Source: an optimization exercise on an open RTL-to-GDS flow (aim: small area and a short achievable clock period). Production flows keep margins and buffers that such runs may drop.
In this exercise RTL edits were held to simulation tests only and were not proved equivalent to the original.
Power and IR drop assume default switching activity.

==> flow/design.v <==
`timescale 1ns / 1ps
package plic_pkg;
   localparam int DEF_NUM_HARTS   = 4;
   localparam int DEF_NUM_SOURCES = 32;
   localparam int CMD_W    = 2;
   localparam int OFFSET_W = 26;
   localparam int DATA_W   = 32;
   localparam int SRC_W    = 5;
   localparam int PRIO_W   = 3;
   localparam int HARTS_W  = 3;
   localparam int LINE_W   = 4;
   localparam int WORD_W   = 10;
   localparam logic [CMD_W-1:0] CMD_READ  = 2'd0;
   localparam logic [CMD_W-1:0] CMD_WRITE = 2'd1;
   localparam logic [CMD_W-1:0] CMD_LEVEL = 2'd2;
   localparam logic [OFFSET_W-1:0] PEND_BASE = 26'h000_1000;
   localparam logic [OFFSET_W-1:0] EN_BASE   = 26'h000_2000;
   localparam logic [OFFSET_W-1:0] CTX_BASE  = 26'h020_0000;
   localparam int EN_STRIDE  = 'h80;
   localparam int CTX_STRIDE = 'h1000;
   localparam int EN_CTX_LSB = 7;
   localparam logic [WORD_W-1:0] CTX_WORD_THRESHOLD = 10'd0;
   localparam logic [WORD_W-1:0] CTX_WORD_CLAIM     = 10'd1;
   localparam logic [HARTS_W-1:0] ACTIVE_HARTS_RESET = 3'd1;
endpackage
`timescale 1ns / 1ps
import plic_pkg::*;
module platform_interrupt_controller #(
   parameter int NUM_HARTS   = plic_pkg::DEF_NUM_HARTS,
   parameter int NUM_SOURCES = plic_pkg::DEF_NUM_SOURCES
) (
   input  logic                             clock,
   input  logic                             reset,
   input  logic                             start,
   output logic                             busy,
   input  logic [plic_pkg::CMD_W-1:0]       req_command,
   input  logic [plic_pkg::OFFSET_W-1:0]    req_offset,
   input  logic [plic_pkg::DATA_W-1:0]      req_write_data,
   input  logic [plic_pkg::SRC_W-1:0]       req_irq_source,
   input  logic                             req_irq_level,
   output logic                             rsp_strobe,
   output logic [plic_pkg::DATA_W-1:0]      rsp_read_data,
   output logic                             rsp_access_error,
   output logic [plic_pkg::LINE_W-1:0]      rsp_supervisor_lines,
   output logic [plic_pkg::LINE_W-1:0]      rsp_machine_lines,
   input  logic                             csr_write_enable,
   input  logic [plic_pkg::HARTS_W-1:0]     csr_write_data
);
   localparam int NUM_CTX = 2 * NUM_HARTS;
   logic [NUM_SOURCES-1:1]             pending_ff;
   logic [NUM_SOURCES-1:1]             claimed_ff;
   logic [NUM_SOURCES-1:0][PRIO_W-1:0] prio_ff;
   logic [NUM_CTX-1:0][DATA_W-1:0]     enable_ff;
   logic [NUM_CTX-1:0]                 en_valid_ff;   
   logic [NUM_HARTS-1:0]               hart_on_ff;    
   logic                               rst_q;         
   logic [NUM_SOURCES-1:1]             next_ff;       
   logic                   q_valid;
   logic                   q_claim;       
   logic                   q_prio_wr;     
   logic                   q_en_wr;       
   logic                   q_prio_rd;
   logic                   q_pend_rd;
   logic                   q_en_rd;       
   logic                   q_err;
   logic [SRC_W-1:0]       q_idx;         
   logic [2:0]             q_ctx;         
   logic [DATA_W-1:0]      q_wdata;
   logic                   rsp_strobe_ff;
   logic [DATA_W-1:0]      rsp_read_data_ff;
   logic                   rsp_access_error_ff;
   logic [LINE_W-1:0]      rsp_sup_ff;
   logic [LINE_W-1:0]      rsp_mach_ff;
   assign busy = 1'b0;
   logic is_rd, is_wr, is_lvl;
   logic r_prio, r_pend, r_en, r_ctx, w_thr, w_claim;
   logic do_compl;
   always_comb begin
      is_rd   = start & (req_command == CMD_READ);
      is_wr   = start & (req_command == CMD_WRITE);
      is_lvl  = start & (req_command == CMD_LEVEL);
      r_prio  = (req_offset[25:7] == 19'd0);
      r_pend  = (req_offset[25:2] == 24'h000400);
      r_en    = (req_offset[25:10] == 16'h0008);
      r_ctx   = (req_offset[25:15] == 11'h040);
      w_thr   = (req_offset[11:2] == 10'd0);
      w_claim = (req_offset[11:2] == 10'd1);
      do_compl = is_wr & r_ctx & w_claim;
   end
   always_ff @(posedge clock) begin
      rst_q     <= reset;
      q_valid   <= start & ~reset;
      q_claim   <= is_rd & r_ctx & w_claim & ~rst_q;
      q_prio_wr <= is_wr & (r_prio | (r_ctx & w_thr));
      q_en_wr   <= is_wr & r_en;
      q_prio_rd <= is_rd & r_prio;
      q_pend_rd <= is_rd & r_pend & (req_offset[1:0] == 2'd0);
      q_en_rd   <= is_rd & r_en;
      q_err     <= (is_wr & r_pend) | (is_wr & r_ctx & ~w_thr & ~w_claim) |
                   ((is_rd | is_wr) & ~r_prio & ~r_pend & ~r_en & ~r_ctx);
      q_idx     <= r_prio ? req_offset[6:2] : '0;
      q_ctx     <= req_offset[9:7];
      q_wdata   <= req_write_data;
   end
   logic                   hart_ok;
   logic [NUM_CTX-1:0]     en_we;
   logic [NUM_SOURCES-1:1] take;          
   logic [NUM_SOURCES-1:1] elig;          
   logic [NUM_SOURCES-1:1] seen;          
   logic [SRC_W-1:0]       take_id;
   logic [5:0][NUM_SOURCES-1:0] pfx;
   always_comb begin
      hart_ok = hart_on_ff[q_ctx[2:1]];
      for (int c = 0; c < NUM_CTX; c++)
         en_we[c] = q_en_wr & hart_ok & (q_ctx == 3'(c));
      take = next_ff & {(NUM_SOURCES-1){q_claim}};
      elig = pending_ff & ~claimed_ff & ~take;
      pfx[0] = {elig, 1'b0};
      for (int l = 0; l < 5; l++)
         for (int i = 0; i < NUM_SOURCES; i++)
            pfx[l+1][i] = (i >= (1 << l)) ? (pfx[l][i] | pfx[l][i - (1 << l)]) : pfx[l][i];
      for (int i = 1; i < NUM_SOURCES; i++) seen[i] = pfx[5][i-1];
      take_id = '0;
      for (int i = 1; i < NUM_SOURCES; i++)
         if (take[i]) take_id = take_id | SRC_W'(i);
   end
   always_ff @(posedge clock) begin
      next_ff <= elig & ~seen;
      for (int i = 1; i < NUM_SOURCES; i++) begin
         if (is_lvl && req_irq_source == SRC_W'(i))
            pending_ff[i] <= req_irq_level;
         else if (rst_q || take[i])
            pending_ff[i] <= 1'b0;
         if (rst_q || (do_compl && req_write_data[SRC_W-1:0] == SRC_W'(i)))
            claimed_ff[i] <= 1'b0;
         else if (take[i])
            claimed_ff[i] <= 1'b1;
      end
      for (int i = 0; i < NUM_SOURCES; i++)
         if (rst_q || (q_prio_wr && q_idx == SRC_W'(i)))
            prio_ff[i] <= q_wdata[PRIO_W-1:0] & {PRIO_W{~rst_q}};
      for (int c = 0; c < NUM_CTX; c++) begin
         if (en_we[c]) enable_ff[c] <= q_wdata;
         if (rst_q) en_valid_ff[c] <= 1'b0;
         else if (en_we[c]) en_valid_ff[c] <= 1'b1;
      end
      if (reset)
         hart_on_ff <= NUM_HARTS'(1);
      else if (csr_write_enable)
         for (int h = 0; h < NUM_HARTS; h++)
            hart_on_ff[h] <= (csr_write_data > HARTS_W'(h));
   end
   logic [DATA_W-1:0]      rd_data;
   logic                   wdata_line;
   logic [NUM_CTX-1:0]     ctx_line;
   logic [LINE_W-1:0]      sup, mach;
   always_comb begin
      rd_data = DATA_W'(take_id);
      if (q_prio_rd) rd_data = rd_data | DATA_W'(prio_ff[q_idx]);
      if (q_pend_rd) rd_data = rd_data | {pending_ff, 1'b0};
      if (q_en_rd && hart_ok && en_valid_ff[q_ctx]) rd_data = rd_data | enable_ff[q_ctx];
      wdata_line = |(elig & q_wdata[NUM_SOURCES-1:1]);
      for (int c = 0; c < NUM_CTX; c++)
         ctx_line[c] = en_we[c] ? wdata_line
                                : (en_valid_ff[c] & |(elig & enable_ff[c][NUM_SOURCES-1:1]));
      for (int h = 0; h < NUM_HARTS; h++) begin
         sup[h]  = ~rst_q & hart_on_ff[h] & ctx_line[2*h];
         mach[h] = ~rst_q & hart_on_ff[h] & ctx_line[2*h+1];
      end
   end
   always_ff @(posedge clock) begin
      rsp_strobe_ff       <= q_valid;
      rsp_read_data_ff    <= rd_data;
      rsp_access_error_ff <= q_err;
      rsp_sup_ff          <= sup;
      rsp_mach_ff         <= mach;
   end
   assign rsp_strobe           = rsp_strobe_ff;
   assign rsp_read_data        = rsp_read_data_ff;
   assign rsp_access_error     = rsp_access_error_ff;
   assign rsp_supervisor_lines = rsp_sup_ff;
   assign rsp_machine_lines    = rsp_mach_ff;
endmodule
==> flow/run.sh <==
#!/bin/bash
# synth_recipe.tcl (not shown) runs the flow's synth.tcl, then flattens the netlist and writes it again
# the make line also repeats each setting of config.mk as NAME=value (left out here)
make -C /OpenROAD-flow-scripts/flow DESIGN_CONFIG=/design/flow/config.mk WORK_HOME=/design/flow/orfs CLKGATE_MAP_FILE= SYNTH_SCRIPT=/design/flow/synth_recipe.tcl finish
==> flow/config.mk <==
export PLATFORM = sky130hd
export DESIGN_NAME = platform_interrupt_controller
export DESIGN_NICKNAME = platform_interrupt_controller
export VERILOG_FILES = /design/flow/design.v
export SDC_FILE = /design/flow/constraint.sdc
export NUM_CORES = 4
export LEC_CHECK = 0
export CAP_MARGIN = 20
export CORE_MARGIN = 2
export CORE_UTILIZATION = 40
export SETUP_SLACK_MARGIN = 3.3
export SLEW_MARGIN = 20
==> flow/constraint.sdc <==
create_clock -name core_clock -period 5.5 [get_ports {clock}]
set_input_delay 1.1000 -clock core_clock [delete_from_list [all_inputs] [get_ports {clock}]]
set_output_delay 1.1000 -clock core_clock [all_outputs]
set_load 0.01 [all_outputs]
==> flow_summary.html, run 1 <==
<table>
<tr><th>Metric</th><th>Value</th></tr>
<tr><th colspan="2">Run status</th></tr>
<tr><td>Run status</td><td>complete, no violations</td></tr>
<tr><th colspan="2">Clock tree</th></tr>
<tr><td>Clock tree from TritonCTS</td><td>built</td></tr>
<tr><td>Level count of the clock H-tree</td><td>2</td></tr>
<tr><td>Max Buffers Root-to-Sink</td><td>3</td></tr>
<tr><td>Clock transition at the register clock pins on the worst setup and hold paths after CTS</td><td>approximately 60 ps</td></tr>
<tr><td>Root Buffer</td><td>sky130_fd_sc_hd__clkbuf_16</td></tr>
<tr><td>Clock tree sinks</td><td>about 550</td></tr>
<tr><td>Insertion delay of the later-clocked pin in the worst-skew pair</td><td>about 640 ps</td></tr>
<tr><td>Hold-fix buffers, CTS</td><td>0</td></tr>
<tr><td>Number of buffers created by CTS</td><td>57</td></tr>
<tr><th colspan="2">Timing</th></tr>
<tr><td>Max_slew headroom</td><td>about half</td></tr>
<tr><td>Fmax achieved</td><td>0.394 GHz</td></tr>
<tr><td>PnR worst setup slack</td><td>a little under 3000 ps</td></tr>
<tr><td>Slew of the pin with the lowest slew margin</td><td>767 ps</td></tr>
<tr><td>Worst Hold Slack</td><td>roughly 330 ps</td></tr>
<tr><td>Number of max-slew violations in the final report</td><td>0</td></tr>
<tr><td>Setup TNS after final layout</td><td>0 ps</td></tr>
<tr><td>Minimum clock period</td><td>2540 ps</td></tr>
<tr><td>Count of final hold-check violations</td><td>0</td></tr>
<tr><td>Worst clock skew</td><td>31.4 ps</td></tr>
<tr><td>Setup repair after global routing missed its margin</td><td>yes</td></tr>
<tr><td>Crit share post-route</td><td>around 46%</td></tr>
<tr><td>Count of endpoints failing setup in the final report</td><td>0</td></tr>
<tr><th colspan="2">Setup path</th></tr>
<tr><td>Dominant delay contributor by cell family on the critical path</td><td>simple AND/OR/NAND/NOR gates</td></tr>
<tr><td>Crit path launch type</td><td>flop</td></tr>
<tr><td>CP max-delay cell</td><td>sky130_fd_sc_hd__or4_1</td></tr>
<tr><td>Count of cells along the worst register-to-register path</td><td>10</td></tr>
<tr><td>Top fanout value on the critical path</td><td>9</td></tr>
<tr><td>Crit path buffers/inverters</td><td>4</td></tr>
<tr><td>Endpoint of the most critical setup path</td><td>rsp_mach_ff[2]</td></tr>
<tr><td>Largest stage delay on the critical path</td><td>just under 600 ps</td></tr>
<tr><td>Cell mode on critical path</td><td>sky130_fd_sc_hd__buf_12</td></tr>
<tr><td>Setup CP Type</td><td>reg2reg</td></tr>
<tr><td>Reg-to-Reg End</td><td>rsp_mach_ff[2]</td></tr>
<tr><td>Stages on the worst setup path</td><td>10</td></tr>
<tr><td>Type of destination of the critical path</td><td>flop</td></tr>
<tr><td>Arrival @ worst endpoint</td><td>~3000 ps</td></tr>
<tr><td>Sequence of cells on the critical path</td><td>buf_12 -&gt; buf_8 -&gt; buf_12 -&gt; a21oi_1 -&gt; buf_4 -&gt; nand3_1 -&gt; nand4_1 -&gt; or4_1 -&gt; o311ai_2 -&gt; o22ai_2</td></tr>
<tr><td>Reg2Reg Launch Point</td><td>q_claim</td></tr>
<tr><td>R2R setup slack</td><td>roughly 3000 ps</td></tr>
<tr><td>CP Data Required Time</td><td>about 6000 ps</td></tr>
<tr><td>Crit. Startpoint</td><td>q_claim</td></tr>
<tr><th colspan="2">Global routing</th></tr>
<tr><td>Wire length of the first global-routing pass</td><td>between 100 and 150 mm</td></tr>
<tr><td>Routing usage on met2</td><td>approximately two fifths</td></tr>
<tr><td>GRT met1 Usage</td><td>between 30% and 40%</td></tr>
<tr><td>Met3 demand-to-capacity share in global routing</td><td>roughly 6%</td></tr>
<tr><td>Number of global-route vias before repair</td><td>between 15000 and 20000</td></tr>
<tr><td>Largest net degree at the start of global routing</td><td>67</td></tr>
<tr><td>Remaining Overflow, GRT</td><td>0</td></tr>
<tr><td>Routing layer with the top usage in global route</td><td>met2</td></tr>
<tr><td>Overall track demand over capacity in global routing</td><td>26.8%</td></tr>
<tr><td>Number of antenna violations at the first check in global routing</td><td>1</td></tr>
<tr><th colspan="2">Synthesis</th></tr>
<tr><td>Warnings from Yosys</td><td>1</td></tr>
<tr><td>Sequential element share of the synthesized area</td><td>~65%</td></tr>
<tr><td>Synth cell count leaders</td><td>sky130_fd_sc_hd__edfxtp_1 (383), sky130_fd_sc_hd__nand3_1 (168), sky130_fd_sc_hd__dfxtp_1 (165)</td></tr>
<tr><td>Largest cells by area after synthesis</td><td>sky130_fd_sc_hd__edfxtp_1 (51%), sky130_fd_sc_hd__dfxtp_1 (15%), sky130_fd_sc_hd__mux4_2 (8.4%), sky130_fd_sc_hd__nand3_1 (3.7%), sky130_fd_sc_hd__mux2i_1 (2.1%)</td></tr>
<tr><td>Post-synth EDFFs</td><td>about 380</td></tr>
<tr><td>Library cell occupying the most area in the post-synthesis netlist</td><td>sky130_fd_sc_hd__edfxtp_1</td></tr>
<tr><td>Post-synthesis sequential element count</td><td>548</td></tr>
<tr><td>Proportion of register bits with asynchronous set or reset after synthesis</td><td>0%</td></tr>
<tr><td>Most frequently used flop master after synthesis</td><td>sky130_fd_sc_hd__edfxtp_1</td></tr>
<tr><td>Most repeated cell in the gate-level netlist after synthesis</td><td>sky130_fd_sc_hd__edfxtp_1</td></tr>
<tr><td>Fraction of post-synthesis cell area in the top cell type by area</td><td>between 50% and 60%</td></tr>
<tr><td>Post-Synthesis Mean Instance Area</td><td>between 10 and 15 sq um</td></tr>
<tr><td>Post-Synthesis Cells</td><td>roughly 1700</td></tr>
<tr><td>Post-Syn Area</td><td>approximately 23000 sq um</td></tr>
<tr><td>Netlist cell types</td><td>63</td></tr>
<tr><th colspan="2">Cells and area</th></tr>
<tr><td>Number of nets in the layout</td><td>around 2000</td></tr>
<tr><td>Summed area of non-filler cells in the final layout</td><td>29000 sq um</td></tr>
<tr><td>Proportion of layout cells with a drive suffix above 1</td><td>between 30% and 40%</td></tr>
<tr><td>Synthesis-to-finish area growth</td><td>28.1%</td></tr>
<tr><td>Ant diodes</td><td>0</td></tr>
<tr><td>Post-route insts no fill</td><td>between 2000 and 3000</td></tr>
<tr><td>Final core utilization</td><td>between 50% and 60%</td></tr>
<tr><th colspan="2">Power</th></tr>
<tr><td>Overall Power</td><td>between 8 and 9 mW</td></tr>
<tr><td>Worst VDD drop</td><td>244 uV</td></tr>
<tr><td>Static leakage</td><td>about 9.9 nW</td></tr>
<tr><td>Power density over the cells</td><td>between 300 and 400 nW/um^2</td></tr>
<tr><th colspan="2">Floorplan</th></tr>
<tr><td>Die Wd</td><td>roughly 240 um</td></tr>
<tr><td>Initial standard-cell utilization of the core</td><td>just over 40%</td></tr>
<tr><td>Floorplan core area</td><td>around 56000 sq um</td></tr>
<tr><td>Floorplan die height</td><td>~240 um</td></tr>
<tr><td>Number of top-level pins</td><td>116</td></tr>
<tr><td>Count of standard-cell rows</td><td>87</td></tr>
<tr><td>Die footprint</td><td>58600 sq um</td></tr>
<tr><th colspan="2">Place</th></tr>
<tr><td>Worst slack after detailed placement</td><td>approximately 1700 ps</td></tr>
<tr><td>Hpwl dp</td><td>approximately 54 mm</td></tr>
<tr><td>Weighted congestion at the end of routability-driven global placement</td><td>approximately 1.0</td></tr>
<tr><td>Placement-stage cell area</td><td>approximately 25000 sq um</td></tr>
<tr><td>Number of buffer cells added on primary ports</td><td>114</td></tr>
<tr><td>Instance count after placement with tap cells included</td><td>between 2000 and 2500</td></tr>
<tr><th colspan="2">Drt</th></tr>
<tr><td>Pre-antenna DRT Iters</td><td>6</td></tr>
<tr><td>Final routed DRC violation total</td><td>0</td></tr>
<tr><td>Detailed Route Iter0 Violations</td><td>2600</td></tr>
<tr><td>Average via count per standard cell</td><td>6.31</td></tr>
<tr><td>Total vias in the final route</td><td>around 17000</td></tr>
<tr><td>Total Routed Length</td><td>around 80 mm</td></tr>
<tr><td>Routed length per placed instance</td><td>between 30 and 40 um</td></tr>
<tr><td>Antenna Nets Post-Route</td><td>0</td></tr>
<tr><th colspan="2">Min path</th></tr>
<tr><td>Worst hold-check path type</td><td>reg2reg</td></tr>
<tr><td>Worst Min Path Start</td><td>q_err</td></tr>
<tr><th colspan="2">Run</th></tr>
<tr><td>MaxCap Viol Count</td><td>0</td></tr>
</table>
[logic make-up after synthesis]
kind of cell,count (synthesis),synth area share [%]
and+or+nand+nor,567,12.9
other,1,0.0165
buffers and inverters,123,2.14
AOI/OAI and AO/OA,298,8.90
DFF,548,65.3
muxes,136,10.7
[registers in the layout (all words and copies together) (netlist names), 5 cells and up]
name,count
q_idx,5
enable_ff,256
q_wdata,32
next_ff,31
claimed_ff,31
prio_ff,96
pending_ff,31
en_valid_ff,8
rsp_read_data_ff,32
[how the worst min path moves through the flow]
stage                                endpoint  slack (ps)  cells after the start
after global placement          rsp_strobe_ff         320                      0
after CTS                 rsp_access_error_ff         330                      0
after detailed placement  rsp_access_error_ff         320                      0
after global routing      rsp_access_error_ff         340                      0
final                     rsp_access_error_ff         330                      0
after floorplan           rsp_access_error_ff         310                      0
[worst reg2reg max path, cell delays in order, from the launching register on]
cell                       delay (ps)
sky130_fd_sc_hd__dfxtp_4          390
sky130_fd_sc_hd__buf_12           140
sky130_fd_sc_hd__buf_8            140
sky130_fd_sc_hd__buf_12           110
sky130_fd_sc_hd__a21oi_1          130
sky130_fd_sc_hd__buf_4            210
sky130_fd_sc_hd__nand3_1          170
sky130_fd_sc_hd__nand4_1          120
sky130_fd_sc_hd__or4_1            590
sky130_fd_sc_hd__o311ai_2         270
sky130_fd_sc_hd__o22ai_2          120
[what timing repair did]
item,4_1_cts,5_1_grt
endpoints found under the setup margin,496,299
resized for setup,405,121
pin swaps,48,48
gates cloned,8,5
setup buffers,76,50
[power by group]
| part | total, mW | internal (mW) | switching, mW |
|---|---|---|---|
| Sequential | 4.62 | 4.50 | 0.119 |
| Combinational | 0.453 | 0.199 | 0.254 |
| Clock | 3.87 | 2.18 | 1.69 |
| Total | 8.94 | 6.87 | 2.07 |
[routing by layer]
layer | up-vias | part of all wire, %
li1 | 7079 | -
met1 | 8450 | 37
met2 | 1252 | 45
met3 | 277 | 11
met4 | 2 | 7.2
met5 | - | 0.0098
[layout by cell type, fill, tap and decap left out, types with 10 or more instances in the layout]
master / netlist / final
sky130_fd_sc_hd__a32oi_1: 37 / 34
sky130_fd_sc_hd__nor2_2: 0 / 10
sky130_fd_sc_hd__nand3_2: 0 / 11
sky130_fd_sc_hd__dfxtp_2: 0 / 19
sky130_fd_sc_hd__nor3_2: 0 / 11
sky130_fd_sc_hd__buf_12: 0 / 19
sky130_fd_sc_hd__nand2b_1: 10 / 10
sky130_fd_sc_hd__a21oi_1: 63 / 42
sky130_fd_sc_hd__clkbuf_1: 84 / 13
sky130_fd_sc_hd__nand2_1: 95 / 83
sky130_fd_sc_hd__dfxtp_1: 165 / 138
sky130_fd_sc_hd__and2_1: 18 / 10
sky130_fd_sc_hd__buf_2: 6 / 32
sky130_fd_sc_hd__o21ai_1: 0 / 14
sky130_fd_sc_hd__nand3_1: 168 / 154
sky130_fd_sc_hd__mux2i_1: 47 / 47
sky130_fd_sc_hd__buf_4: 2 / 109
sky130_fd_sc_hd__nor3_1: 25 / 10
sky130_fd_sc_hd__nand4_1: 50 / 50
sky130_fd_sc_hd__a21o_1: 17 / 17
sky130_fd_sc_hd__clkbuf_16: 0 / 60
sky130_fd_sc_hd__clkdlybuf4s50_1: 0 / 48
sky130_fd_sc_hd__o21bai_1: 16 / 16
sky130_fd_sc_hd__and3_1: 31 / 26
sky130_fd_sc_hd__o21ai_0: 64 / 49
sky130_fd_sc_hd__a21oi_4: 0 / 15
sky130_fd_sc_hd__a22oi_1: 10 / 10
sky130_fd_sc_hd__edfxtp_1: 383 / 383
sky130_fd_sc_hd__buf_6: 1 / 38
sky130_fd_sc_hd__a211oi_2: 0 / 28
sky130_fd_sc_hd__nor2_1: 95 / 79
sky130_fd_sc_hd__mux4_2: 85 / 85
[cell type report]
class	instances	area, sq um
inverters	7	26.3
clock buffers	78	1590
well taps	756	946
repair buffers	278	2760
flip-flops and latches	548	14900
clock inverters	30	279
multi-input cells	1006	8570
fillers	4699	27100
==> run 2, diff against run 1 <==
--- a/flow/config.mk
+++ b/flow/config.mk
@@ -9,4 +9,3 @@
 export CORE_MARGIN = 2
 export CORE_UTILIZATION = 40
-export SETUP_SLACK_MARGIN = 3.3
 export SLEW_MARGIN = 20
==> run 2 against run 1 <==
  * Sequential cell count unchanged
  * Hold slack improved by 1.4 ps
  * Sequential power about the same
  * Critical endpoint is now rsp_sup_ff[0]
  * Non-clock buffer count decreased by 131
  * Highest routed layer unchanged
  * Utilization decreased by 4.3 points
  * Synthesized cell count unchanged
  * Sequential share of layout area increased by 4.5 points
  * Wire length decreased by 4.6%
  * Clock skew increased by 3.8 ps
  * Clock power increased by 3%
  * Count of clock-buffer cells in the layout increased by 9
==> flow_summary.html, run 2 <==
<table>
<tr><th>Metric</th><th>Value</th></tr>
<tr><th colspan="2">Clock tree</th></tr>
<tr><td>Insertion delay of the later-clocked pin in the worst-skew pair</td><td>~640 ps</td></tr>
<tr><td>Root Buffer</td><td>sky130_fd_sc_hd__clkbuf_16</td></tr>
<tr><td>Number of buffers created by CTS</td><td>57</td></tr>
<tr><td>Clock tree sinks</td><td>between 500 and 600</td></tr>
<tr><td>Clock tree from TritonCTS</td><td>built</td></tr>
<tr><td>Clock transition at the register clock pins on the worst setup and hold paths after CTS</td><td>60 ps</td></tr>
<tr><td>Max Buffers Root-to-Sink</td><td>3</td></tr>
<tr><td>Number of setup buffers added after CTS</td><td>0</td></tr>
<tr><td>Hold-fix buffers, CTS</td><td>0</td></tr>
<tr><td>Level count of the clock H-tree</td><td>2</td></tr>
<tr><td>Resized Gates After CTS</td><td>0</td></tr>
<tr><th colspan="2">Cells and area</th></tr>
<tr><td>Commonest cells after routing, fill and taps aside</td><td>sky130_fd_sc_hd__edfxtp_1 (383), sky130_fd_sc_hd__nand3_1 (168), sky130_fd_sc_hd__dfxtp_1 (159)</td></tr>
<tr><td>Synthesis-to-finish area growth</td><td>17.3%</td></tr>
<tr><td>Proportion of layout cells with a drive suffix above 1</td><td>13.7%</td></tr>
<tr><td>Registers with the most flip-flops</td><td>enable_ff x256, prio_ff x96</td></tr>
<tr><td>Final core utilization</td><td>a little under half</td></tr>
<tr><td>Number of nets in the layout</td><td>between 1500 and 2000</td></tr>
<tr><td>Fill cell count</td><td>approximately 5000</td></tr>
<tr><td>Most common library cell in the layout ignoring fill and taps</td><td>sky130_fd_sc_hd__edfxtp_1</td></tr>
<tr><td>Largest register by flop count</td><td>enable_ff</td></tr>
<tr><td>Number of flip-flops in the largest register</td><td>~260</td></tr>
<tr><th colspan="2">Floorplan</th></tr>
<tr><td>Count of standard-cell rows</td><td>between 80 and 90</td></tr>
<tr><td>Die footprint</td><td>58600 sq um</td></tr>
<tr><td>Die Wd</td><td>242 um</td></tr>
<tr><td>Initial standard-cell utilization of the core</td><td>just over 40%</td></tr>
<tr><td>Number of top-level pins</td><td>approximately 120</td></tr>
<tr><td>Floorplan core area</td><td>56200 sq um</td></tr>
<tr><td>Floorplan die height</td><td>about 240 um</td></tr>
<tr><th colspan="2">Drt</th></tr>
<tr><td>Pre-antenna DRT Iters</td><td>8</td></tr>
<tr><td>Highest signal layer in the routed design</td><td>met5</td></tr>
<tr><td>Met2 wire len</td><td>~35 mm</td></tr>
<tr><td>Detailed Route Iter0 Violations</td><td>approximately 2400</td></tr>
<tr><td>Total Routed Length</td><td>between 70 and 80 mm</td></tr>
<tr><td>Average via count per standard cell</td><td>6.30</td></tr>
<tr><td>Final routed DRC violation total</td><td>0</td></tr>
<tr><td>Met3 WL</td><td>7.95 mm</td></tr>
<tr><td>Met1 Routed Length</td><td>~30 mm</td></tr>
<tr><td>Antenna Nets Post-Route</td><td>0</td></tr>
<tr><td>Routed length per placed instance</td><td>30.2 um</td></tr>
<tr><td>Total vias in the final route</td><td>approximately 16000</td></tr>
<tr><th colspan="2">Timing</th></tr>
<tr><td>Fmax achieved</td><td>0.259 GHz</td></tr>
<tr><td>Count of final hold-check violations</td><td>0</td></tr>
<tr><td>Minimum clock period</td><td>3850 ps</td></tr>
<tr><td>Slew of the pin with the lowest slew margin</td><td>about 1200 ps</td></tr>
<tr><td>Setup repair after global routing missed its margin</td><td>no</td></tr>
<tr><td>Setup TNS after final layout</td><td>0 ps</td></tr>
<tr><td>Count of endpoints failing setup in the final report</td><td>0</td></tr>
<tr><td>Crit share post-route</td><td>~70%</td></tr>
<tr><td>Worst clock skew</td><td>35.2 ps</td></tr>
<tr><td>Worst Hold Slack</td><td>~330 ps</td></tr>
<tr><td>Max_slew headroom</td><td>approximately 23%</td></tr>
<tr><td>Number of max-slew violations in the final report</td><td>0</td></tr>
<tr><td>PnR worst setup slack</td><td>1650 ps</td></tr>
<tr><th colspan="2">Synthesis</th></tr>
<tr><td>Post-synthesis sequential element count</td><td>about 550</td></tr>
<tr><td>Synth cell count leaders</td><td>sky130_fd_sc_hd__edfxtp_1 (383), sky130_fd_sc_hd__nand3_1 (168), sky130_fd_sc_hd__dfxtp_1 (165)</td></tr>
<tr><td>Post-Synthesis Mean Instance Area</td><td>between 10 and 15 sq um</td></tr>
<tr><td>Largest cells by area after synthesis</td><td>sky130_fd_sc_hd__edfxtp_1 (51%), sky130_fd_sc_hd__dfxtp_1 (15%), sky130_fd_sc_hd__mux4_2 (8.4%), sky130_fd_sc_hd__nand3_1 (3.7%), sky130_fd_sc_hd__mux2i_1 (2.1%)</td></tr>
<tr><td>Post-synth EDFFs</td><td>around 380</td></tr>
<tr><td>Warnings from Yosys</td><td>1</td></tr>
<tr><td>Library cell occupying the most area in the post-synthesis netlist</td><td>sky130_fd_sc_hd__edfxtp_1</td></tr>
<tr><td>Most frequently used flop master after synthesis</td><td>sky130_fd_sc_hd__edfxtp_1</td></tr>
<tr><td>Proportion of register bits with asynchronous set or reset after synthesis</td><td>0%</td></tr>
<tr><td>Fraction of post-synthesis cell area in the top cell type by area</td><td>between 50% and 60%</td></tr>
<tr><td>Netlist cell types</td><td>63</td></tr>
<tr><td>Most repeated cell in the gate-level netlist after synthesis</td><td>sky130_fd_sc_hd__edfxtp_1</td></tr>
<tr><td>Sequential element share of the synthesized area</td><td>approximately two thirds</td></tr>
<tr><td>Post-Syn Area</td><td>between 20000 and 25000 sq um</td></tr>
<tr><td>Post-Synthesis Cells</td><td>between 1500 and 2000</td></tr>
<tr><th colspan="2">Place</th></tr>
<tr><td>Weighted congestion at the end of routability-driven global placement</td><td>a little over 1</td></tr>
<tr><td>Worst slack after detailed placement</td><td>around 1800 ps</td></tr>
<tr><td>Hpwl dp</td><td>54.9 mm</td></tr>
<tr><td>Number of buffer cells added on primary ports</td><td>around 110</td></tr>
<tr><th colspan="2">Setup path</th></tr>
<tr><td>Arrival @ worst endpoint</td><td>~4300 ps</td></tr>
<tr><td>Type of destination of the critical path</td><td>flop</td></tr>
<tr><td>CP max-delay cell</td><td>sky130_fd_sc_hd__nor4_2</td></tr>
<tr><td>Largest stage delay on the critical path</td><td>920 ps</td></tr>
<tr><td>Top fanout value on the critical path</td><td>30</td></tr>
<tr><td>Crit path launch type</td><td>flop</td></tr>
<tr><td>Sequence of cells on the critical path</td><td>a21oi_1 -&gt; and2_1 -&gt; a2111oi_0 -&gt; nand3_1 -&gt; nor4_2 -&gt; o22ai_1</td></tr>
<tr><td>Setup CP Type</td><td>reg2reg</td></tr>
<tr><td>CP Data Required Time</td><td>5970 ps</td></tr>
<tr><td>Dominant delay contributor by cell family on the critical path</td><td>simple AND/OR/NAND/NOR gates</td></tr>
<tr><td>Crit path buffers/inverters</td><td>0</td></tr>
<tr><th colspan="2">Global routing</th></tr>
<tr><td>Number of antenna violations at the first check in global routing</td><td>5</td></tr>
<tr><td>Wire length of the first global-routing pass</td><td>approximately 110 mm</td></tr>
<tr><td>Number of global-route vias before repair</td><td>approximately 15000</td></tr>
<tr><td>Overall track demand over capacity in global routing</td><td>26.0%</td></tr>
<tr><td>Largest net degree at the start of global routing</td><td>63</td></tr>
<tr><td>Remaining Overflow, GRT</td><td>0</td></tr>
<tr><th colspan="2">Power</th></tr>
<tr><td>Static leakage</td><td>~8.7 nW</td></tr>
<tr><td>Worst VDD drop</td><td>approximately 200 uV</td></tr>
<tr><td>Power density over the cells</td><td>339 nW/um^2</td></tr>
<tr><th colspan="2">Min path</th></tr>
<tr><td>Worst hold-check path type</td><td>reg2reg</td></tr>
<tr><th colspan="2">Run status</th></tr>
<tr><td>Run status</td><td>complete, no violations</td></tr>
<tr><th colspan="2">Run</th></tr>
<tr><td>MaxCap Viol Count</td><td>0</td></tr>
</table>
run 2: cell counts after synthesis:
Identical to the previous run, type by type.
run 2: worst reg2reg max path, delay by kind of cell, from the launching register on:
kind	cells	cell delay (ps)
simple gates	3	1510
compound gates	3	1400
flops	1	780
run 2: logic make-up (layout without fill, tap and decap cells):
group	Yosys count	in the layout	synth area share (%)
mux	136	136	10.7
compound gates	298	298	8.90
other cells	1	3	0.0165
buf+inv	123	262	2.14
flops	548	548	65.3
simple gates	567	567	12.9
run 2: routing by layer:
layer  track usage [%]  vias up
met3              5.95      241
li1                  -     6803
met4              13.3        6
met2              39.8     1104
met5                 0        -
met1              34.7     8035
run 2: layout make-up:
class	instances	area, sq um	area share, %
flip-flops and latches	548	14800	55.7
diodes	2	5.00	0.0188
repair buffers	147	1390	5.22
clock inverters	21	220	0.828
multi-input cells	1002	7440	28.0
inverters	7	26.3	0.0988
clock buffers	87	1740	6.56
well taps	756	946	3.56
run 2: worst paths after layout:
check	depth (start not counted)	slack, ps	endpoint	startpoint
worst max-delay path	6	1650	rsp_sup_ff[0]	q_claim
worst min-delay path	0	330	rsp_access_error_ff	q_err
worst max register to register	6	1650	rsp_sup_ff[0]	q_claim
worst min register to register	0	330	rsp_access_error_ff	q_err
run 2: per-stage QoR:
step	cells	total power [mW]	instance area (sq um)
floorplan	1673	4.87	22700
global placement	2460	5.09	24600
detailed placement	2460	5.09	24600
CTS	2568	9.04	26600
global route	2568	9.23	26600
finish	2570	9.01	26600
run 2: power by group:
part / leakage [nW] / internal (mW) / switching, mW
Clock: 0.952 / 2.33 / 1.66
Combinational: 2.90 / 0.173 / 0.205
Sequential: 4.87 / 4.50 / 0.137
Total: 8.72 / 7.00 / 2.00
==> run 3, diff against run 2 <==
--- a/flow/design.v
+++ b/flow/design.v
@@ -107,7 +107,7 @@
    logic [NUM_SOURCES-1:1] take;          
    logic [NUM_SOURCES-1:1] elig;          
-   logic [NUM_SOURCES-1:1] seen;          
+   logic [NUM_SOURCES-1:1] elig_l;        
+   logic [NUM_SOURCES-1:1] first;         
    logic [SRC_W-1:0]       take_id;
-   logic [5:0][NUM_SOURCES-1:0] pfx;
    always_comb begin
       hart_ok = hart_on_ff[q_ctx[2:1]];
@@ -115,16 +115,22 @@
          en_we[c] = q_en_wr & hart_ok & (q_ctx == 3'(c));
       take = next_ff & {(NUM_SOURCES-1){q_claim}};
-      elig = pending_ff & ~claimed_ff & ~take;
-      pfx[0] = {elig, 1'b0};
-      for (int l = 0; l < 5; l++)
-         for (int i = 0; i < NUM_SOURCES; i++)
-            pfx[l+1][i] = (i >= (1 << l)) ? (pfx[l][i] | pfx[l][i - (1 << l)]) : pfx[l][i];
-      for (int i = 1; i < NUM_SOURCES; i++) seen[i] = pfx[5][i-1];
       take_id = '0;
       for (int i = 1; i < NUM_SOURCES; i++)
          if (take[i]) take_id = take_id | SRC_W'(i);
    end
+   for (genvar i = 1; i < NUM_SOURCES; i++) begin : g_elig
+      plic_elig u_elig   (.p(pending_ff[i]), .c(claimed_ff[i]), .t(take[i]), .e(elig[i]));
+      plic_elig u_elig_l (.p(pending_ff[i]), .c(claimed_ff[i]), .t(take[i]), .e(elig_l[i]));
+   end
+   plic_first #(.N(NUM_SOURCES-1)) u_first (.e(elig), .f(first));
+   logic [NUM_CTX:0] any_line;    
+   for (genvar c = 0; c <= NUM_CTX; c++) begin : g_line
+      plic_or_and31 u_or (.a(elig_l),
+                          .b(c < NUM_CTX ? enable_ff[c % NUM_CTX][NUM_SOURCES-1:1]
+                                         : q_wdata[NUM_SOURCES-1:1]),
+                          .y(any_line[c]));
+   end
    always_ff @(posedge clock) begin
-      next_ff <= elig & ~seen;
+      next_ff <= first;
       for (int i = 1; i < NUM_SOURCES; i++) begin
          if (is_lvl && req_irq_source == SRC_W'(i))
@@ -160,8 +166,7 @@
       if (q_pend_rd) rd_data = rd_data | {pending_ff, 1'b0};
       if (q_en_rd && hart_ok && en_valid_ff[q_ctx]) rd_data = rd_data | enable_ff[q_ctx];
-      wdata_line = |(elig & q_wdata[NUM_SOURCES-1:1]);
+      wdata_line = any_line[NUM_CTX];
       for (int c = 0; c < NUM_CTX; c++)
-         ctx_line[c] = en_we[c] ? wdata_line
-                                : (en_valid_ff[c] & |(elig & enable_ff[c][NUM_SOURCES-1:1]));
+         ctx_line[c] = en_we[c] ? wdata_line : (en_valid_ff[c] & any_line[c]);
       for (int h = 0; h < NUM_HARTS; h++) begin
          sup[h]  = ~rst_q & hart_on_ff[h] & ctx_line[2*h];
@@ -182,2 +187,69 @@
    assign rsp_machine_lines    = rsp_mach_ff;
 endmodule
+module plic_elig (input logic p, input logic c, input logic t, output logic e);
+   assign e = p & ~c & ~t;
+endmodule
+module plic_inv (input logic a, output logic y);
+   assign y = ~a;
+endmodule
+module plic_nor2 (input logic a, input logic b, output logic y);
+   assign y = ~(a | b);
+endmodule
+module plic_nand2 (input logic a, input logic b, output logic y);
+   assign y = ~(a & b);
+endmodule
+module plic_and2 (input logic a, input logic b, output logic y);
+   assign y = a & b;
+endmodule
+module plic_nand4 (input logic a, input logic b, input logic c, input logic d,
+                   output logic y);
+   assign y = ~(a & b & c & d);
+endmodule
+module plic_aoi22 (input logic a0, input logic b0, input logic a1, input logic b1,
+                   output logic y);
+   assign y = ~((a0 & b0) | (a1 & b1));
+endmodule
+module plic_first #(parameter int N = 31) (
+   input  logic [N:1] e,
+   output logic [N:1] f
+);
+   localparam int L = $clog2(N);      
+   logic [N:1] x [0:L];
+   assign x[0] = e;
+   for (genvar l = 1; l <= L; l++) begin : g_lvl
+      for (genvar j = 1; j <= N; j++) begin : g_bit
+         if (j - (1 << (l - 1)) >= 1) begin : g_op
+            if (l % 2 == 1) begin : g_nor
+               plic_nor2 u (.a(x[l-1][j]), .b(x[l-1][j - (1 << (l - 1))]), .y(x[l][j]));
+            end else begin : g_nand
+               plic_nand2 u (.a(x[l-1][j]), .b(x[l-1][j - (1 << (l - 1))]), .y(x[l][j]));
+            end
+         end else begin : g_pass
+            plic_inv u (.a(x[l-1][j]), .y(x[l][j]));
+         end
+      end
+   end
+   assign f[1] = e[1];
+   for (genvar j = 2; j <= N; j++) begin : g_f
+      plic_and2 u (.a(e[j]), .b(x[L][j-1]), .y(f[j]));
+   end
+endmodule
+module plic_or_and31 (
+   input  logic [31:1] a,
+   input  logic [31:1] b,
+   output logic        y
+);
+   logic [15:0] l1;
+   logic [3:0]  l2;
+   logic [1:0]  l3;
+   for (genvar k = 0; k < 15; k++) begin : g_l1
+      plic_aoi22 u (.a0(a[2*k+1]), .b0(b[2*k+1]), .a1(a[2*k+2]), .b1(b[2*k+2]), .y(l1[k]));
+   end
+   plic_nand2 u_l1_last (.a(a[31]), .b(b[31]), .y(l1[15]));
+   for (genvar k = 0; k < 4; k++) begin : g_l2
+      plic_nand4 u (.a(l1[4*k]), .b(l1[4*k+1]), .c(l1[4*k+2]), .d(l1[4*k+3]), .y(l2[k]));
+   end
+   plic_nor2 u_l3a (.a(l2[0]), .b(l2[1]), .y(l3[0]));
+   plic_nor2 u_l3b (.a(l2[2]), .b(l2[3]), .y(l3[1]));
+   plic_nand2 u_l4 (.a(l3[0]), .b(l3[1]), .y(y));
+endmodule
--- a/flow/config.mk
+++ b/flow/config.mk
@@ -9,3 +9,5 @@
 export CORE_MARGIN = 2
 export CORE_UTILIZATION = 40
+export SETUP_SLACK_MARGIN = 3.3
 export SLEW_MARGIN = 20
+export SYNTH_HIERARCHICAL = 1
==> run 3 against run 2 <==
  * Still clean on timing, DRC and antenna
  * Via count decreased by 1.0%
  * Wire length fell by 8.6%
  * Sequential cell count is the same
==> flow_summary.html, run 3 <==
<table>
<tr><th>Metric</th><th>Value</th></tr>
<tr><th colspan="2">Cells and area</th></tr>
<tr><td>Footprint of the multi-input gates</td><td>slightly above 9000 sq um</td></tr>
<tr><td>Synthesis-to-finish area growth</td><td>23.7%</td></tr>
<tr><td>Most common library cell in the layout ignoring fill and taps</td><td>sky130_fd_sc_hd__edfxtp_1</td></tr>
<tr><td>Number of flip-flops in the largest register</td><td>approximately 260</td></tr>
<tr><td>Registers with the most flip-flops</td><td>enable_ff x256, prio_ff x96</td></tr>
<tr><td>Fill cell count</td><td>a little over 5000</td></tr>
<tr><td>Proportion of layout cells with a drive suffix above 1</td><td>about 33%</td></tr>
<tr><td>Ant diodes</td><td>0</td></tr>
<tr><td>Area occupied by registers</td><td>about 15000 sq um</td></tr>
<tr><td>Largest register by flop count</td><td>enable_ff</td></tr>
<tr><td>Commonest cells after routing, fill and taps aside</td><td>sky130_fd_sc_hd__edfxtp_1 (383), sky130_fd_sc_hd__nor2_1 (191), sky130_fd_sc_hd__dfxtp_1 (142)</td></tr>
<tr><td>Number of nets in the layout</td><td>roughly 2000</td></tr>
<tr><td>Summed area of non-filler cells in the final layout</td><td>roughly 30000 sq um</td></tr>
<tr><th colspan="2">Power</th></tr>
<tr><td>Worst VDD drop</td><td>approximately 260 uV</td></tr>
<tr><td>Static leakage</td><td>between 10 and 15 nW</td></tr>
<tr><td>Power density over the cells</td><td>about 310 nW/um^2</td></tr>
<tr><th colspan="2">Synthesis</th></tr>
<tr><td>Warnings from Yosys</td><td>10</td></tr>
<tr><td>Library cell occupying the most area in the post-synthesis netlist</td><td>sky130_fd_sc_hd__edfxtp_1</td></tr>
<tr><td>Most repeated cell in the gate-level netlist after synthesis</td><td>sky130_fd_sc_hd__edfxtp_1</td></tr>
<tr><td>Post-Syn Area</td><td>about 24000 sq um</td></tr>
<tr><td>Post-synth EDFFs</td><td>between 300 and 400</td></tr>
<tr><td>Post-Synthesis Mean Instance Area</td><td>approximately 14 sq um</td></tr>
<tr><td>Synth cell count leaders</td><td>sky130_fd_sc_hd__edfxtp_1 (383), sky130_fd_sc_hd__nor2_1 (212), sky130_fd_sc_hd__dfxtp_1 (165)</td></tr>
<tr><td>Proportion of register bits with asynchronous set or reset after synthesis</td><td>0%</td></tr>
<tr><td>Sequential element share of the synthesized area</td><td>approximately three fifths</td></tr>
<tr><td>Largest cells by area after synthesis</td><td>sky130_fd_sc_hd__edfxtp_1 (48%), sky130_fd_sc_hd__dfxtp_1 (14%), sky130_fd_sc_hd__mux4_2 (8.2%), sky130_fd_sc_hd__a22oi_2 (7.1%), sky130_fd_sc_hd__nor2_1 (3.3%)</td></tr>
<tr><td>Fraction of post-synthesis cell area in the top cell type by area</td><td>48.1%</td></tr>
<tr><td>Netlist cell types</td><td>between 50 and 60</td></tr>
<tr><td>Most frequently used flop master after synthesis</td><td>sky130_fd_sc_hd__edfxtp_1</td></tr>
<tr><td>Post-synthesis sequential element count</td><td>about 550</td></tr>
<tr><td>Post-Synthesis Cells</td><td>about 1700</td></tr>
<tr><th colspan="2">Timing</th></tr>
<tr><td>Setup repair after global routing missed its margin</td><td>yes</td></tr>
<tr><td>Slew of the pin with the lowest slew margin</td><td>around 930 ps</td></tr>
<tr><td>Crit share post-route</td><td>between 40% and 50%</td></tr>
<tr><td>Count of final hold-check violations</td><td>0</td></tr>
<tr><td>Max_slew headroom</td><td>38.2%</td></tr>
<tr><td>Minimum clock period</td><td>2220 ps</td></tr>
<tr><td>Worst clock skew</td><td>24.0 ps</td></tr>
<tr><td>Fmax achieved</td><td>approximately 0.45 GHz</td></tr>
<tr><td>Setup TNS after final layout</td><td>0 ps</td></tr>
<tr><td>Count of endpoints failing setup in the final report</td><td>0</td></tr>
<tr><td>Number of max-slew violations in the final report</td><td>0</td></tr>
<tr><th colspan="2">Global routing</th></tr>
<tr><td>Largest net degree at the start of global routing</td><td>90</td></tr>
<tr><td>Overall track demand over capacity in global routing</td><td>22.7%</td></tr>
<tr><td>Number of antenna violations at the first check in global routing</td><td>1</td></tr>
<tr><td>Remaining Overflow, GRT</td><td>0</td></tr>
<tr><td>Number of global-route vias before repair</td><td>between 15000 and 20000</td></tr>
<tr><td>Wire length of the first global-routing pass</td><td>about 110 mm</td></tr>
<tr><th colspan="2">Floorplan</th></tr>
<tr><td>Initial standard-cell utilization of the core</td><td>40.5%</td></tr>
<tr><td>Floorplan core area</td><td>~59000 sq um</td></tr>
<tr><td>Die Wd</td><td>248 um</td></tr>
<tr><td>Number of top-level pins</td><td>~120</td></tr>
<tr><td>Count of standard-cell rows</td><td>roughly 90</td></tr>
<tr><td>Floorplan die height</td><td>~250 um</td></tr>
<tr><td>Die footprint</td><td>61700 sq um</td></tr>
<tr><th colspan="2">Clock tree</th></tr>
<tr><td>Number of buffers created by CTS</td><td>57</td></tr>
<tr><td>Clock tree sinks</td><td>about 550</td></tr>
<tr><td>Insertion delay of the later-clocked pin in the worst-skew pair</td><td>roughly 630 ps</td></tr>
<tr><td>Root Buffer</td><td>sky130_fd_sc_hd__clkbuf_16</td></tr>
<tr><td>Level count of the clock H-tree</td><td>2</td></tr>
<tr><td>Hold-fix buffers, CTS</td><td>0</td></tr>
<tr><td>Clock tree from TritonCTS</td><td>built</td></tr>
<tr><td>Max Buffers Root-to-Sink</td><td>3</td></tr>
<tr><td>Clock transition at the register clock pins on the worst setup and hold paths after CTS</td><td>around 60 ps</td></tr>
<tr><th colspan="2">Place</th></tr>
<tr><td>Weighted congestion at the end of routability-driven global placement</td><td>approximately 0.90</td></tr>
<tr><td>Number of buffer cells added on primary ports</td><td>between 100 and 150</td></tr>
<tr><td>Placement-stage cell area</td><td>roughly 26000 sq um</td></tr>
<tr><td>Hpwl dp</td><td>about 48 mm</td></tr>
<tr><th colspan="2">Min path</th></tr>
<tr><td>Cell depth of the worst hold path</td><td>0</td></tr>
<tr><td>Worst hold-check path type</td><td>reg2reg</td></tr>
<tr><th colspan="2">Drt</th></tr>
<tr><td>Total Routed Length</td><td>roughly 71 mm</td></tr>
<tr><td>Routed length per placed instance</td><td>between 20 and 30 um</td></tr>
<tr><td>Detailed Route Iter0 Violations</td><td>1656</td></tr>
<tr><td>Average via count per standard cell</td><td>between 5 and 6</td></tr>
<tr><td>Pre-antenna DRT Iters</td><td>7</td></tr>
<tr><td>Antenna Nets Post-Route</td><td>0</td></tr>
<tr><td>Final routed DRC violation total</td><td>0</td></tr>
<tr><td>Total vias in the final route</td><td>16000</td></tr>
<tr><th colspan="2">Setup path</th></tr>
<tr><td>CP Data Required Time</td><td>just under 6000 ps</td></tr>
<tr><td>Type of destination of the critical path</td><td>flop</td></tr>
<tr><td>Setup CP Type</td><td>reg2reg</td></tr>
<tr><td>Crit path launch type</td><td>flop</td></tr>
<tr><td>Arrival @ worst endpoint</td><td>roughly 2600 ps</td></tr>
<tr><td>Top fanout value on the critical path</td><td>42</td></tr>
<tr><td>Count of cells along the worst register-to-register path</td><td>4</td></tr>
<tr><th colspan="2">Run</th></tr>
<tr><td>MaxCap Viol Count</td><td>0</td></tr>
<tr><th colspan="2">Run status</th></tr>
<tr><td>Run status</td><td>complete, no violations</td></tr>
</table>
-- run 3: cell types whose count changed after synthesis, moves of 28 or more --
cell / before / now
sky130_fd_sc_hd__nor3b_2: 0 / 62
sky130_fd_sc_hd__a32oi_1: 37 / 0
sky130_fd_sc_hd__nand2_1: 95 / 128
sky130_fd_sc_hd__inv_1: 7 / 35
sky130_fd_sc_hd__clkbuf_1: 84 / 42
sky130_fd_sc_hd__and2_1: 18 / 68
sky130_fd_sc_hd__nand3_1: 168 / 17
sky130_fd_sc_hd__a21oi_1: 63 / 31
sky130_fd_sc_hd__a22oi_2: 2 / 135
sky130_fd_sc_hd__and3_1: 31 / 1
sky130_fd_sc_hd__nor2_1: 95 / 212
-- run 3: critical path: stages (launching register included) --
cell and delay, ps:
sky130_fd_sc_hd__dfxtp_4 560, sky130_fd_sc_hd__buf_8 380, sky130_fd_sc_hd__mux4_2 390, sky130_fd_sc_hd__mux2i_1 310, sky130_fd_sc_hd__o2111ai_1 330
-- run 3: final cells by class --
cell class / count / area share, %
sequential: 548 / 50.2
inverter: 35 / 0.470
tap: 773 / 3.27
clock inverter: 32 / 1.28
timing repair buffer: 212 / 7.43
multi-input combinational: 1071 / 31.6
clock buffer: 76 / 5.73
-- run 3: power breakdown --
group	total [mW]	internal, mW	switching (mW)
Combinational	0.561	0.272	0.289
Clock	4.17	2.51	1.66
Sequential	4.57	4.50	0.0751
-- run 3: cells by family after synthesis --
| group | synth area share [%] |
|---|---|
| AO/OA/AOI/OAI | 11.9 |
| flip-flops | 61.9 |
| other | 0.0157 |
| buffers and inverters | 1.85 |
| multiplexers | 10.1 |
| AND/OR/NAND/NOR | 14.2 |
-- run 3: per-layer routing --
layer  share of wire (%)  GRT usage, %  up-vias
li1                    -             -     7035
met1                  43          31.6     8145
met2                  48          36.7      698
met3                 6.6          3.00      143
met4                 3.2          7.48        0
met5                   0             0        -
-- run 3: stage by stage --
stage               utilization [%]  total power [mW]  hold slack [ps]  setup WS, ps  cells
finish                         50.1              9.31              303          3280   2747
global route                   50.1              9.58              332          3180   2747
CTS                            49.6              9.34              305          3290   2737
detailed placement             44.1              5.13              315          2010   2548
global placement               44.0              5.12              315          2050   2546
floorplan                         -              4.93              310          3060   1713
-- run 3: final timing paths --
path | slack [ps] | startpoint | end
hold / removal | 300 | q_valid | rsp_strobe_ff
setup / recovery | 3280 | q_ctx[1] | rsp_read_data_ff[4]
hold reg to reg | 300 | q_valid | rsp_strobe_ff
setup reg to reg | 3280 | q_ctx[1] | rsp_read_data_ff[4]
-- run 3: Yosys stat by module, one instance, submodules excluded, excerpt --
| module | cell area [sq um] | copies in the design |
|---|---|---|
| plic_inv | 3.75 | 31 |
| plic_nand2 | 3.75 | 68 |
| plic_elig | 12.5 | 62 |
| platform_interrupt_controller | 20300 | 1 |
| plic_and2 | 6.26 | 30 |
| plic_nor2 | 3.75 | 87 |
| plic_nand4 | 6.26 | 36 |
| plic_aoi22 | 12.5 | 135 |
-- run 3: repair_timing --
item | in CTS | in global routing
buffers inserted | 72 | 9
gates cloned | 9 | 1
setup endpoints to repair | 440 | 88
gates resized for setup | 302 | 66
pin swaps | 50 | 29
==> run 4, diff against run 3 <==
--- a/flow/design.v
+++ b/flow/design.v
@@ -131,4 +131,22 @@
                           .y(any_line[c]));
    end
+   for (genvar b = 0; b < DATA_W; b++) begin : g_rd
+      logic [NUM_CTX:0] rd_s, rd_d;
+      for (genvar c = 0; c < NUM_CTX; c++) begin : g_c
+         assign rd_s[c] = en_rd_sel[c];
+         assign rd_d[c] = enable_ff[c][b];
+      end
+      assign rd_s[NUM_CTX] = q_pend_rd;
+      if (b == 0) begin : g_p0
+         assign rd_d[NUM_CTX] = 1'b0;
+      end else begin : g_p
+         assign rd_d[NUM_CTX] = pending_ff[b];
+      end
+      if (b < SRC_W) begin : g_x
+         plic_ao9x u (.s(rd_s), .d(rd_d), .xn(rd_low_n[b]), .y(rd_data[b]));
+      end else begin : g_n
+         plic_ao9 u (.s(rd_s), .d(rd_d), .y(rd_data[b]));
+      end
+   end
    always_ff @(posedge clock) begin
       next_ff <= first;
@@ -158,12 +176,16 @@
    end
    logic [DATA_W-1:0]      rd_data;
+   logic [NUM_CTX-1:0]     en_rd_sel;     
+   logic [SRC_W-1:0]       rd_low;        
+   logic [SRC_W-1:0]       rd_low_n;
    logic                   wdata_line;
    logic [NUM_CTX-1:0]     ctx_line;
    logic [LINE_W-1:0]      sup, mach;
    always_comb begin
-      rd_data = DATA_W'(take_id);
-      if (q_prio_rd) rd_data = rd_data | DATA_W'(prio_ff[q_idx]);
-      if (q_pend_rd) rd_data = rd_data | {pending_ff, 1'b0};
-      if (q_en_rd && hart_ok && en_valid_ff[q_ctx]) rd_data = rd_data | enable_ff[q_ctx];
+      for (int c = 0; c < NUM_CTX; c++)
+         en_rd_sel[c] = q_en_rd & hart_ok & en_valid_ff[c] & (q_ctx == 3'(c));
+      rd_low = take_id;
+      if (q_prio_rd) rd_low = rd_low | SRC_W'(prio_ff[q_idx]);
+      rd_low_n = ~rd_low;
       wdata_line = any_line[NUM_CTX];
       for (int c = 0; c < NUM_CTX; c++)
@@ -254,2 +276,25 @@
    plic_nand2 u_l4 (.a(l3[0]), .b(l3[1]), .y(y));
 endmodule
+module plic_aoi222 (input logic a0, input logic b0, input logic a1, input logic b1,
+                    input logic a2, input logic b2, output logic y);
+   assign y = ~((a0 & b0) | (a1 & b1) | (a2 & b2));
+endmodule
+module plic_nand3 (input logic a, input logic b, input logic c, output logic y);
+   assign y = ~(a & b & c);
+endmodule
+module plic_ao9 (input logic [8:0] s, input logic [8:0] d, output logic y);
+   logic [2:0] t;
+   for (genvar k = 0; k < 3; k++) begin : g_t
+      plic_aoi222 u (.a0(s[3*k]), .b0(d[3*k]), .a1(s[3*k+1]), .b1(d[3*k+1]),
+                     .a2(s[3*k+2]), .b2(d[3*k+2]), .y(t[k]));
+   end
+   plic_nand3 u_y (.a(t[0]), .b(t[1]), .c(t[2]), .y(y));
+endmodule
+module plic_ao9x (input logic [8:0] s, input logic [8:0] d, input logic xn, output logic y);
+   logic [2:0] t;
+   for (genvar k = 0; k < 3; k++) begin : g_t
+      plic_aoi222 u (.a0(s[3*k]), .b0(d[3*k]), .a1(s[3*k+1]), .b1(d[3*k+1]),
+                     .a2(s[3*k+2]), .b2(d[3*k+2]), .y(t[k]));
+   end
+   plic_nand4 u_y (.a(t[0]), .b(t[1]), .c(t[2]), .d(xn), .y(y));
+endmodule
==> run 4 against run 3 <==
  * Final cell count fell by 0.80%
  * Via count rose by 1.1%
  * Still clean on timing, DRC and antenna
  * Register-to-register slack got worse by 40 ps
  * Wire length fell by 3.4%
  * Sequential power barely moved
  * Utilization rose by 0.33 points
  * Combinational power fell by 25%
  * Hold slack improved by 23 ps
==> flow_summary.html, run 4 <==
<table>
<tr><th>Metric</th><th>Value</th></tr>
<tr><th colspan="2">Floorplan</th></tr>
<tr><td>Count of standard-cell rows</td><td>between 80 and 90</td></tr>
<tr><td>Floorplan die height</td><td>between 200 and 250 um</td></tr>
<tr><td>Number of top-level pins</td><td>~120</td></tr>
<tr><td>Floorplan core area</td><td>56700 sq um</td></tr>
<tr><td>Die Wd</td><td>~240 um</td></tr>
<tr><td>Initial standard-cell utilization of the core</td><td>between 40% and 50%</td></tr>
<tr><td>Die footprint</td><td>about 60000 sq um</td></tr>
<tr><th colspan="2">Synthesis</th></tr>
<tr><td>Netlist cell types</td><td>a little over 70</td></tr>
<tr><td>Most frequently used flop master after synthesis</td><td>sky130_fd_sc_hd__edfxtp_1</td></tr>
<tr><td>XOR/XNOR Fraction of Synth Area</td><td>0%</td></tr>
<tr><td>Post-Syn Area</td><td>23000 sq um</td></tr>
<tr><td>Most repeated cell in the gate-level netlist after synthesis</td><td>sky130_fd_sc_hd__edfxtp_1</td></tr>
<tr><td>Warnings from Yosys</td><td>10</td></tr>
<tr><td>Largest cells by area after synthesis</td><td>sky130_fd_sc_hd__edfxtp_1 (50%), sky130_fd_sc_hd__dfxtp_1 (14%), sky130_fd_sc_hd__a22oi_2 (7.3%), sky130_fd_sc_hd__a222oi_1 (4.2%), sky130_fd_sc_hd__nor2_1 (3.6%)</td></tr>
<tr><td>Fraction of post-synthesis cell area in the top cell type by area</td><td>49.9%</td></tr>
<tr><td>Proportion of register bits with asynchronous set or reset after synthesis</td><td>0%</td></tr>
<tr><td>Sequential element share of the synthesized area</td><td>between 60% and 70%</td></tr>
<tr><td>Share of cell area taken by muxes after synthesis</td><td>under 10%</td></tr>
<tr><td>Synth cell count leaders</td><td>sky130_fd_sc_hd__edfxtp_1 (383), sky130_fd_sc_hd__nor2_1 (220), sky130_fd_sc_hd__dfxtp_1 (165)</td></tr>
<tr><td>Post-synth EDFFs</td><td>approximately 380</td></tr>
<tr><td>Largest family of logic cells by synthesized area</td><td>compound AO/OA/AOI/OAI gates</td></tr>
<tr><td>Fraction of the mapped netlist area in adder cells</td><td>0%</td></tr>
<tr><td>Library cell occupying the most area in the post-synthesis netlist</td><td>sky130_fd_sc_hd__edfxtp_1</td></tr>
<tr><td>Fraction of the mapped netlist area in compound gates</td><td>between 10% and 20%</td></tr>
<tr><td>Post-Synthesis Cells</td><td>1674</td></tr>
<tr><td>Post-Synthesis Mean Instance Area</td><td>about 14 sq um</td></tr>
<tr><td>Area fraction in and, or, nand and nor cells after synthesis</td><td>between 15 and 20%</td></tr>
<tr><td>Post-synthesis sequential element count</td><td>approximately 550</td></tr>
<tr><th colspan="2">Timing</th></tr>
<tr><td>Crit share post-route</td><td>about two fifths</td></tr>
<tr><td>Worst clock skew</td><td>~24 ps</td></tr>
<tr><td>Minimum clock period</td><td>2260 ps</td></tr>
<tr><td>Fmax achieved</td><td>about 0.44 GHz</td></tr>
<tr><td>Count of endpoints failing setup in the final report</td><td>0</td></tr>
<tr><td>Number of max-slew violations in the final report</td><td>0</td></tr>
<tr><td>Slew of the pin with the lowest slew margin</td><td>roughly 800 ps</td></tr>
<tr><td>Setup TNS after final layout</td><td>0 ps</td></tr>
<tr><td>PnR worst setup slack</td><td>between 3000 and 4000 ps</td></tr>
<tr><td>Count of final hold-check violations</td><td>0</td></tr>
<tr><td>Setup repair after global routing missed its margin</td><td>yes</td></tr>
<tr><td>Max_slew headroom</td><td>a little under half</td></tr>
<tr><th colspan="2">Place</th></tr>
<tr><td>Worst slack after detailed placement</td><td>between 2000 and 2500 ps</td></tr>
<tr><td>Hpwl dp</td><td>between 40 and 50 mm</td></tr>
<tr><td>Number of buffer cells added on primary ports</td><td>~110</td></tr>
<tr><td>Weighted congestion at the end of routability-driven global placement</td><td>~0.95</td></tr>
<tr><th colspan="2">Global routing</th></tr>
<tr><td>Largest net degree at the start of global routing</td><td>65</td></tr>
<tr><td>Number of global-route vias before repair</td><td>about 16000</td></tr>
<tr><td>Remaining Overflow, GRT</td><td>0</td></tr>
<tr><td>Overall track demand over capacity in global routing</td><td>between 20% and 30%</td></tr>
<tr><td>Wire length of the first global-routing pass</td><td>roughly 100 mm</td></tr>
<tr><td>Number of antenna violations at the first check in global routing</td><td>4</td></tr>
<tr><th colspan="2">Clock tree</th></tr>
<tr><td>Hold-fix buffers, CTS</td><td>0</td></tr>
<tr><td>Clock tree from TritonCTS</td><td>built</td></tr>
<tr><td>Clock tree sinks</td><td>roughly 550</td></tr>
<tr><td>Clock transition at the register clock pins on the worst setup and hold paths after CTS</td><td>about 60 ps</td></tr>
<tr><td>Insertion delay of the later-clocked pin in the worst-skew pair</td><td>about 630 ps</td></tr>
<tr><td>Number of buffers created by CTS</td><td>57</td></tr>
<tr><td>Level count of the clock H-tree</td><td>2</td></tr>
<tr><td>Max Buffers Root-to-Sink</td><td>3</td></tr>
<tr><td>Root Buffer</td><td>sky130_fd_sc_hd__clkbuf_16</td></tr>
<tr><th colspan="2">Power</th></tr>
<tr><td>Power density over the cells</td><td>around 310 nW/um^2</td></tr>
<tr><td>Overall Power</td><td>8.89 mW</td></tr>
<tr><td>Static leakage</td><td>between 9 and 10 nW</td></tr>
<tr><td>Worst VDD drop</td><td>approximately 260 uV</td></tr>
<tr><th colspan="2">Cells and area</th></tr>
<tr><td>Synthesis-to-finish area growth</td><td>24.1%</td></tr>
<tr><td>Most common library cell in the layout ignoring fill and taps</td><td>sky130_fd_sc_hd__edfxtp_1</td></tr>
<tr><td>Largest register by flop count</td><td>enable_ff</td></tr>
<tr><td>Registers with the most flip-flops</td><td>enable_ff x256, prio_ff x96</td></tr>
<tr><td>Proportion of layout cells with a drive suffix above 1</td><td>just under 30%</td></tr>
<tr><td>Area occupied by registers</td><td>14900 sq um</td></tr>
<tr><td>Commonest cells after routing, fill and taps aside</td><td>sky130_fd_sc_hd__edfxtp_1 (383), sky130_fd_sc_hd__nor2_1 (200), sky130_fd_sc_hd__dfxtp_1 (138)</td></tr>
<tr><td>Number of nets in the layout</td><td>~2000</td></tr>
<tr><td>Number of flip-flops in the largest register</td><td>about 260</td></tr>
<tr><td>Footprint of the multi-input gates</td><td>~8600 sq um</td></tr>
<tr><td>Final core utilization</td><td>between 50 and 60%</td></tr>
<tr><td>Fill cell count</td><td>4896</td></tr>
<tr><td>Ant diodes</td><td>0</td></tr>
<tr><th colspan="2">Min path</th></tr>
<tr><td>Worst hold-check path type</td><td>reg2reg</td></tr>
<tr><td>Worst Hold Endpoint</td><td>rsp_strobe_ff</td></tr>
<tr><td>Cell depth of the worst hold path</td><td>0</td></tr>
<tr><td>Worst Min Path Start</td><td>q_valid</td></tr>
<tr><th colspan="2">Setup path</th></tr>
<tr><td>R2R setup slack</td><td>approximately 3200 ps</td></tr>
<tr><td>Reg2Reg Launch Point</td><td>q_claim</td></tr>
<tr><td>Type of destination of the critical path</td><td>flop</td></tr>
<tr><td>CP Data Required Time</td><td>around 6000 ps</td></tr>
<tr><td>Top fanout value on the critical path</td><td>9</td></tr>
<tr><td>Crit path launch type</td><td>flop</td></tr>
<tr><td>Count of cells along the worst register-to-register path</td><td>11</td></tr>
<tr><td>Arrival @ worst endpoint</td><td>between 2000 and 3000 ps</td></tr>
<tr><td>Reg-to-Reg End</td><td>rsp_mach_ff[3]</td></tr>
<tr><td>Setup CP Type</td><td>reg2reg</td></tr>
<tr><th colspan="2">Drt</th></tr>
<tr><td>Pre-antenna DRT Iters</td><td>6</td></tr>
<tr><td>Total Routed Length</td><td>68.6 mm</td></tr>
<tr><td>Routed length per placed instance</td><td>between 20 and 30 um</td></tr>
<tr><td>Average via count per standard cell</td><td>approximately 5.9</td></tr>
<tr><td>Detailed Route Iter0 Violations</td><td>between 1500 and 2000</td></tr>
<tr><td>Total vias in the final route</td><td>around 16000</td></tr>
<tr><td>Antenna Nets Post-Route</td><td>0</td></tr>
<tr><td>Final routed DRC violation total</td><td>0</td></tr>
<tr><th colspan="2">Run</th></tr>
<tr><td>MaxCap Viol Count</td><td>0</td></tr>
<tr><th colspan="2">Run status</th></tr>
<tr><td>Run status</td><td>complete, no violations</td></tr>
</table>
==> run 4: through the flow <==
stage	area (sq um)	instances	hold WS, ps
finish	28600	2725	326
global route	28600	2725	325
CTS	28000	2692	328
detailed placement	25300	2528	314
global placement	25300	2528	313
floorplan	23100	1675	310
==> run 4: layer usage <==
layer  vias to the layer above  track usage (%)  wire length (um)
met5                         -                0                48
met3                       138             3.58              4420
met4                         8             7.82              2260
li1                       7196                -                 -
met2                       655             36.2             32000
met1                      8202             31.5             29800
==> run 4: timing repair <==
action	4_1_cts	5_1_grt
gates resized for setup	309	81
gates cloned	9	4
setup endpoints to repair	218	174
setup buffers	47	29
pin swaps	49	51
==> run 4: logic make-up (layout without fill, tap and decap cells) <==
kind of cell,Yosys count,count (layout)
AND/OR/NAND/NOR,637,646
flip-flops,548,548
AO/OA/AOI/OAI,373,373
buffers and inverters,79,364
multiplexers,36,36
other,1,2
==> run 4: per-module statistics from Yosys (local to each module, per instance), a selection <==
module / times used / cell area (sq um) / cells inside
plic_nand3: 27 / 5.00 / 1
plic_aoi222: 96 / 10.0 / 1
plic_nor2: 87 / 3.75 / 1
plic_inv: 31 / 3.75 / 1
plic_elig: 62 / 12.5 / 1
plic_and2: 30 / 6.26 / 1
plic_nand2: 68 / 3.75 / 1
plic_aoi22: 135 / 12.5 / 1
platform_interrupt_controller: 1 / 18300 / 1096
plic_nand4: 41 / 6.26 / 1
==> run 4: worst max-delay path, cell delays in order (launching register included) <==
cell	delay [ps]
sky130_fd_sc_hd__dfxtp_4	420
sky130_fd_sc_hd__buf_12	160
sky130_fd_sc_hd__and2_4	160
sky130_fd_sc_hd__nor3b_4	50
sky130_fd_sc_hd__buf_12	140
sky130_fd_sc_hd__buf_6	110
sky130_fd_sc_hd__a22oi_2	210
sky130_fd_sc_hd__nand4_1	240
sky130_fd_sc_hd__nor2_2	280
sky130_fd_sc_hd__nand2_1	150
sky130_fd_sc_hd__o211ai_1	100
sky130_fd_sc_hd__a21oi_1	100
==> run 4: worst max-delay path by stage <==
stage	startpoint	end	depth (start not counted)	slack [ps]
floorplan	q_ctx[1]	enable_ff[100]	3	2800
detailed placement	req_command[0]	pending_ff[16]	5	2040
CTS	q_claim	rsp_mach_ff[3]	10	3220
global route	req_offset[25]	claimed_ff[14]	9	3230
global placement	req_command[0]	pending_ff[19]	4	2110
finish	q_claim	rsp_mach_ff[3]	11	3240
==> run 4: layout make-up <==
class | instances | share of cell area, %
inverter | 38 | 0.499
clock inverter | 28 | 1.13
tap | 756 | 3.31
sequential | 548 | 51.9
multi-input combinational | 1057 | 30.1
timing repair buffer | 218 | 7.55
clock buffer | 80 | 5.46
==> run 4: where the power goes <==
part | switching (mW) | internal (mW) | total, mW
sequential | 0.0740 | 4.50 | 4.57
combinational | 0.223 | 0.196 | 0.419
clock | 1.62 | 2.27 | 3.90
total | 1.92 | 6.96 | 8.89

-- static timing again, ports no longer ideal --
The results above use ideal ports. As a check the final layouts listed here were re-extracted and re-timed, cells and wires unchanged.
Step 1, drivers: a clkbuf_16 drives clock and a buf_2 each remaining input, both assumed.
Step 2 also shifts input and output timing later by t, the mid clock arrival at the registers, as if the neighbouring blocks saw the same clock.
Three values: no drivers, after step 1, after step 2; two values: the first two.
run | t, ns | setup slack, ns
run 1 | 0.683 | 2.964 / 2.964 / 2.538
run 2 | 0.683 | 1.645 / 1.645 / 1.645
run 3 | 0.675 | 3.284 / 3.260 / 2.672
run 4 | 0.676 | 3.244 / 3.244 / 2.630
After both steps every run listed still meets setup and hold.
